From an optimization exercise on the open Yosys and OpenROAD flow, aimed at small area and a short achievable clock period; shortcuts taken in it are not production practice. The flow treats the clock pin as an ideal source. Dropping or thinning the clock tree relies on that and would not hold on a real chip. Power is estimated from default activity; no workload was simulated.

==> flow/design.v (excerpt) <==
module present_redundant_ctrl (
    input  logic        clk_i,
    input  logic        rst,
    input  logic        start_i,
    input  logic [63:0] data_i,
    input  logic [79:0] key_i,
    output logic        ready_o,
    output logic [63:0] data_o,
    output logic        data_o_valid,
    input  logic        cointoss,
    input  logic        clr_alarm_i,
    output logic        fault_o,
    output logic        alarm_o,
    output logic [7:0]  fault_cnt_o
);
    localparam logic [63:0] SBOX_T = 64'h21748FE3DA09B65C;
    function automatic logic [3:0] sbox(input logic [3:0] x);
        logic [3:0] y;
        y = '0;
        for (int v = 0; v < 16; v++)
            for (int b = 0; b < 4; b++)
                if (SBOX_T[4*v + b]) y[b] = y[b] | (x == 4'(v));
        sbox = y;
    endfunction
    logic nidle_q;           
    logic idle_q, load_q, run_q, chk_ok_q, chk_tmo_q, out_q, fo_q, lock_q;
    logic idle_n, load_n, run_n, chk_ok_n, chk_tmo_n, out_n, lock_n;
    logic [3:0] busy_q, busy_n;
    logic [1:0]  cnt_q;
    logic [4:0]  pcnt_q;     
    logic [63:0] result_q;
    logic        pdone, tmo, cnt_hit;
    logic [63:0] sk_q;       
    logic [79:0] key_q;      
    logic [6:0]  tcnt_q;     
    logic [63:0] sl, perm, sk_src;
    logic [79:0] key_rot, next_key, key_d;
    logic        adv;
    for (genvar n = 0; n < 16; n++) begin : g_sbox
        assign sl[4*n +: 4] = sbox(sk_q[4*n +: 4]);
    end
    for (genvar i = 0; i < 64; i++) begin : g_perm
        assign perm[16*(i%4) + i/4] = sl[i];
    end
    assign key_rot  = {key_q[18:0], key_q[79:19]};
    assign next_key = {sbox(key_rot[79:76]), key_rot[75:20], key_rot[19:15] ^ tcnt_q[4:0],
                       key_rot[14:0]};
    for (genvar g = 0; g < 2; g++) begin : g_sel
        assign key_d[40*g +: 40]  = busy_q[g]   ? next_key[40*g +: 40] : key_i[40*g +: 40];
        assign sk_src[32*g +: 32] = busy_q[2+g] ? perm[32*g +: 32]     : data_i[32*g +: 32];
    end
    assign adv = (tcnt_q[6:5] == 2'b00);
    assign pdone   = &pcnt_q;
  ...
For scale: about 1,000 cells after synthesis, roughly 230 flip-flops, roughly 11,000 um2 of cells after synthesis.
==> module present_redundant_ctrl, before the edit <==
module present_redundant_ctrl (
    input  logic        clk_i,
    input  logic        rst,
    input  logic        start_i,
    input  logic [63:0] data_i,
    input  logic [79:0] key_i,
    output logic        ready_o,
    output logic [63:0] data_o,
    output logic        data_o_valid,
    input  logic        cointoss,
    input  logic        clr_alarm_i,
    output logic        fault_o,
    output logic        alarm_o,
    output logic [7:0]  fault_cnt_o
);
    localparam logic [63:0] SBOX_T = 64'h21748FE3DA09B65C;
    function automatic logic [3:0] sbox(input logic [3:0] x);
        logic [3:0] y;
        y = '0;
        for (int v = 0; v < 16; v++)
            for (int b = 0; b < 4; b++)
                if (SBOX_T[4*v + b]) y[b] = y[b] | (x == 4'(v));
        sbox = y;
    endfunction
    logic nidle_q;           
    logic idle_q, load_q, run_q, chk_ok_q, chk_tmo_q, out_q, fo_q, lock_q;
    logic idle_n, load_n, run_n, chk_ok_n, chk_tmo_n, out_n, lock_n;
    logic [3:0] busy_q, busy_n;
    logic [1:0]  cnt_q;
    logic [4:0]  pcnt_q;     
    logic [63:0] result_q;
    logic        pdone, tmo, cnt_hit;
    logic [63:0] sk_q;       
    logic [79:0] key_q;      
    logic [6:0]  tcnt_q;     
    logic [63:0] sl, perm, sk_src;
    logic [79:0] key_rot, next_key, key_d;
    logic        adv;
    for (genvar n = 0; n < 16; n++) begin : g_sbox
        assign sl[4*n +: 4] = sbox(sk_q[4*n +: 4]);
    end
    for (genvar i = 0; i < 64; i++) begin : g_perm
        assign perm[16*(i%4) + i/4] = sl[i];
    end
    assign key_rot  = {key_q[18:0], key_q[79:19]};
    assign next_key = {sbox(key_rot[79:76]), key_rot[75:20], key_rot[19:15] ^ tcnt_q[4:0],
                       key_rot[14:0]};
    for (genvar g = 0; g < 2; g++) begin : g_sel
        assign key_d[40*g +: 40]  = busy_q[g]   ? next_key[40*g +: 40] : key_i[40*g +: 40];
        assign sk_src[32*g +: 32] = busy_q[2+g] ? perm[32*g +: 32]     : data_i[32*g +: 32];
    end
    assign adv = (tcnt_q[6:5] == 2'b00);
    assign pdone   = &pcnt_q;
    assign tmo     = tcnt_q[6] & tcnt_q[0];        
    assign cnt_hit = fo_q & cnt_q[1];               
    assign idle_q    = ~nidle_q;
    assign idle_n    = (idle_q & ~start_i) | (out_q & ~cnt_hit) | (lock_q & clr_alarm_i);
    assign load_n    = idle_q & start_i;
    assign run_n     = load_q | (run_q & ~pdone & ~tmo);
    assign chk_ok_n  = run_q & pdone;
    assign chk_tmo_n = run_q & ~pdone & tmo;
    assign out_n     = chk_ok_q | chk_tmo_q;
    assign lock_n    = (out_q & cnt_hit) | (lock_q & ~clr_alarm_i);
    for (genvar v = 0; v < 4; v++) begin : g_busy
        assign busy_n[v] = load_n | run_n | ((v & 1) != 0 && (chk_ok_n | chk_tmo_n))
                         | ((v & 2) != 0 && out_n) | ((v & 4) != 0 && lock_n);
    end
    always_ff @(posedge clk_i) begin
        key_q <= key_d;
        for (int g = 0; g < 2; g++)
            if (!busy_q[2+g] || adv) sk_q[32*g +: 32] <= sk_src[32*g +: 32] ^ key_d[32*g+16 +: 32];
        tcnt_q <= busy_q[0] ? tcnt_q + 7'd1 : 7'd1;
        if (!run_q)                   pcnt_q <= 5'd0;
        else if (!cointoss && !pdone) pcnt_q <= pcnt_q + 5'd1;
    end
    always_ff @(posedge clk_i or negedge rst) begin
        if (!rst) begin
            nidle_q   <= 1'b0;
            busy_q    <= '0;
            load_q    <= 1'b0;
            run_q     <= 1'b0;
            chk_ok_q  <= 1'b0;
            chk_tmo_q <= 1'b0;
            out_q     <= 1'b0;
            fo_q      <= 1'b0;
            lock_q    <= 1'b0;
            cnt_q     <= 2'd0;
            result_q  <= '0;
        end else begin
            nidle_q   <= ~idle_n;
            busy_q    <= busy_n;
            load_q    <= load_n;
            run_q     <= run_n;
            chk_ok_q  <= chk_ok_n;
            chk_tmo_q <= chk_tmo_n;
            out_q     <= out_n;
            fo_q      <= chk_tmo_q;
            lock_q    <= lock_n;
            if (out_q & fo_q)              cnt_q <= cnt_q + 2'd1;
            else if (lock_q & clr_alarm_i) cnt_q <= 2'd0;
            if (chk_ok_q)       result_q <= sk_q;
            else if (chk_tmo_q) result_q <= '0;
        end
    end
    assign data_o       = result_q;
    assign data_o_valid = out_q;
    assign ready_o      = idle_q;
    assign fault_o      = fo_q;
    assign alarm_o      = lock_q;
    assign fault_cnt_o  = {6'd0, cnt_q};
endmodule
==> flow/config.mk <==
export PLATFORM = sky130hd
export DESIGN_NAME = present_redundant_ctrl
export DESIGN_NICKNAME = present_redundant_ctrl
export VERILOG_FILES = /design/flow/design.v
export SDC_FILE = /design/flow/constraint.sdc
export NUM_CORES = 4
export LEC_CHECK = 0
export CAP_MARGIN = 20
export CORE_MARGIN = 2
export CORE_UTILIZATION = 40
export SETUP_SLACK_MARGIN = 2.2
export SLEW_MARGIN = 20
==> flow/constraint.sdc <==
create_clock -name core_clock -period 4.0 [get_ports {clk_i}]
set_input_delay 0.8000 -clock core_clock [delete_from_list [all_inputs] [get_ports {clk_i}]]
set_output_delay 0.8000 -clock core_clock [all_outputs]
set_load 0.01 [all_outputs]
standard.sh (not shown) runs the stock make flow with config.mk's settings and CLKGATE_MAP_FILE= SYNTH_SCRIPT=/design/flow/synth_recipe.tcl, a recipe that flattens the netlist after the stock synthesis.
==> flow/flow/run.sh <==
#!/bin/bash
export BUFFER_PORTS_ARGS="-buffer_cell sky130_fd_sc_hd__buf_1"
export PRE_CTS_TCL="$PWD/flow/manual_cts.tcl"
export MANUAL_CTS_PER_LEAF=24
bash standard.sh > standard.log 2>&1
exit $?
Other scripts of this flow, unchanged in this note and not shown: flow/flow/manual_cts.tcl
Change:
--- a/flow/design.v
+++ b/flow/design.v
@@ -26,6 +26,7 @@
     logic idle_q, load_q, run_q, chk_ok_q, chk_tmo_q, out_q, fo_q, lock_q;
     logic idle_n, load_n, run_n, chk_ok_n, chk_tmo_n, out_n, lock_n;
     logic [3:0] busy_q, busy_n;
+    logic       rhold_q;     
     logic [1:0]  cnt_q;
     logic [4:0]  pcnt_q;     
     logic [63:0] result_q;
@@ -77,6 +78,7 @@
         if (!rst) begin
             nidle_q   <= 1'b0;
             busy_q    <= '0;
+            rhold_q   <= 1'b1;
             load_q    <= 1'b0;
             run_q     <= 1'b0;
             chk_ok_q  <= 1'b0;
@@ -89,6 +91,7 @@
         end else begin
             nidle_q   <= ~idle_n;
             busy_q    <= busy_n;
+            rhold_q   <= ~(chk_ok_n | chk_tmo_n);
             load_q    <= load_n;
             run_q     <= run_n;
             chk_ok_q  <= chk_ok_n;
@@ -98,8 +101,7 @@
             lock_q    <= lock_n;
             if (out_q & fo_q)              cnt_q <= cnt_q + 2'd1;
             else if (lock_q & clr_alarm_i) cnt_q <= 2'd0;
-            if (chk_ok_q)       result_q <= sk_q;
-            else if (chk_tmo_q) result_q <= '0;
+            result_q  <= ({64{chk_ok_q}} & sk_q) | ({64{rhold_q}} & result_q);
         end
     end
     assign data_o       = result_q;
After rerunning: Synthesized area grows by 0.84%. Total power hardly moves. Routed wire length increases by 0.96%. Cell count went up by 1.1%. Worst hold slack got worse by 68 ps. Setup slack improved by 21 ps. Core utilization goes up by 0.18 points. Critical path depth rises by 1.
Function was not checked in any run of this note: the RTL went through the layout flow alone. In every run of this note, the design's own scripts or RTL, not TritonCTS, make the clock network.

[afterwards: timing with drivers on the ports]
The flow's constraints put no driver on any port. The routed layouts listed below were extracted and timed again, unchanged, in two steps.
Step 1 sets driving cells, clkbuf_16 on the clock port and buf_2 on the other inputs (assumed; they add their load-dependent delay and slew).
Step 2 moves the port delays by t, midway between the first and last clock arrival at a register: inputs arrive t later, outputs are due t later. That takes back most of the time a late clock gives input paths.
Slacks: ideal ports / drivers / drivers and shift; pairs: ideal ports / drivers.
run	shift t [ns]	setup WS [ns]	worst slew at a driven data input, ns
the first run	0.407	2.249 / 2.163 / 2.193	0.06
the second run	0.397	2.270 / 2.174 / 2.241	0.06
After both steps setup and hold are still met in every run listed. For the first run, which loses most, drivers alone change the setup slack by -0.086 ns; drivers and shift together by -0.056 ns. The worst setup slack also covers recovery checks on asynchronous resets.
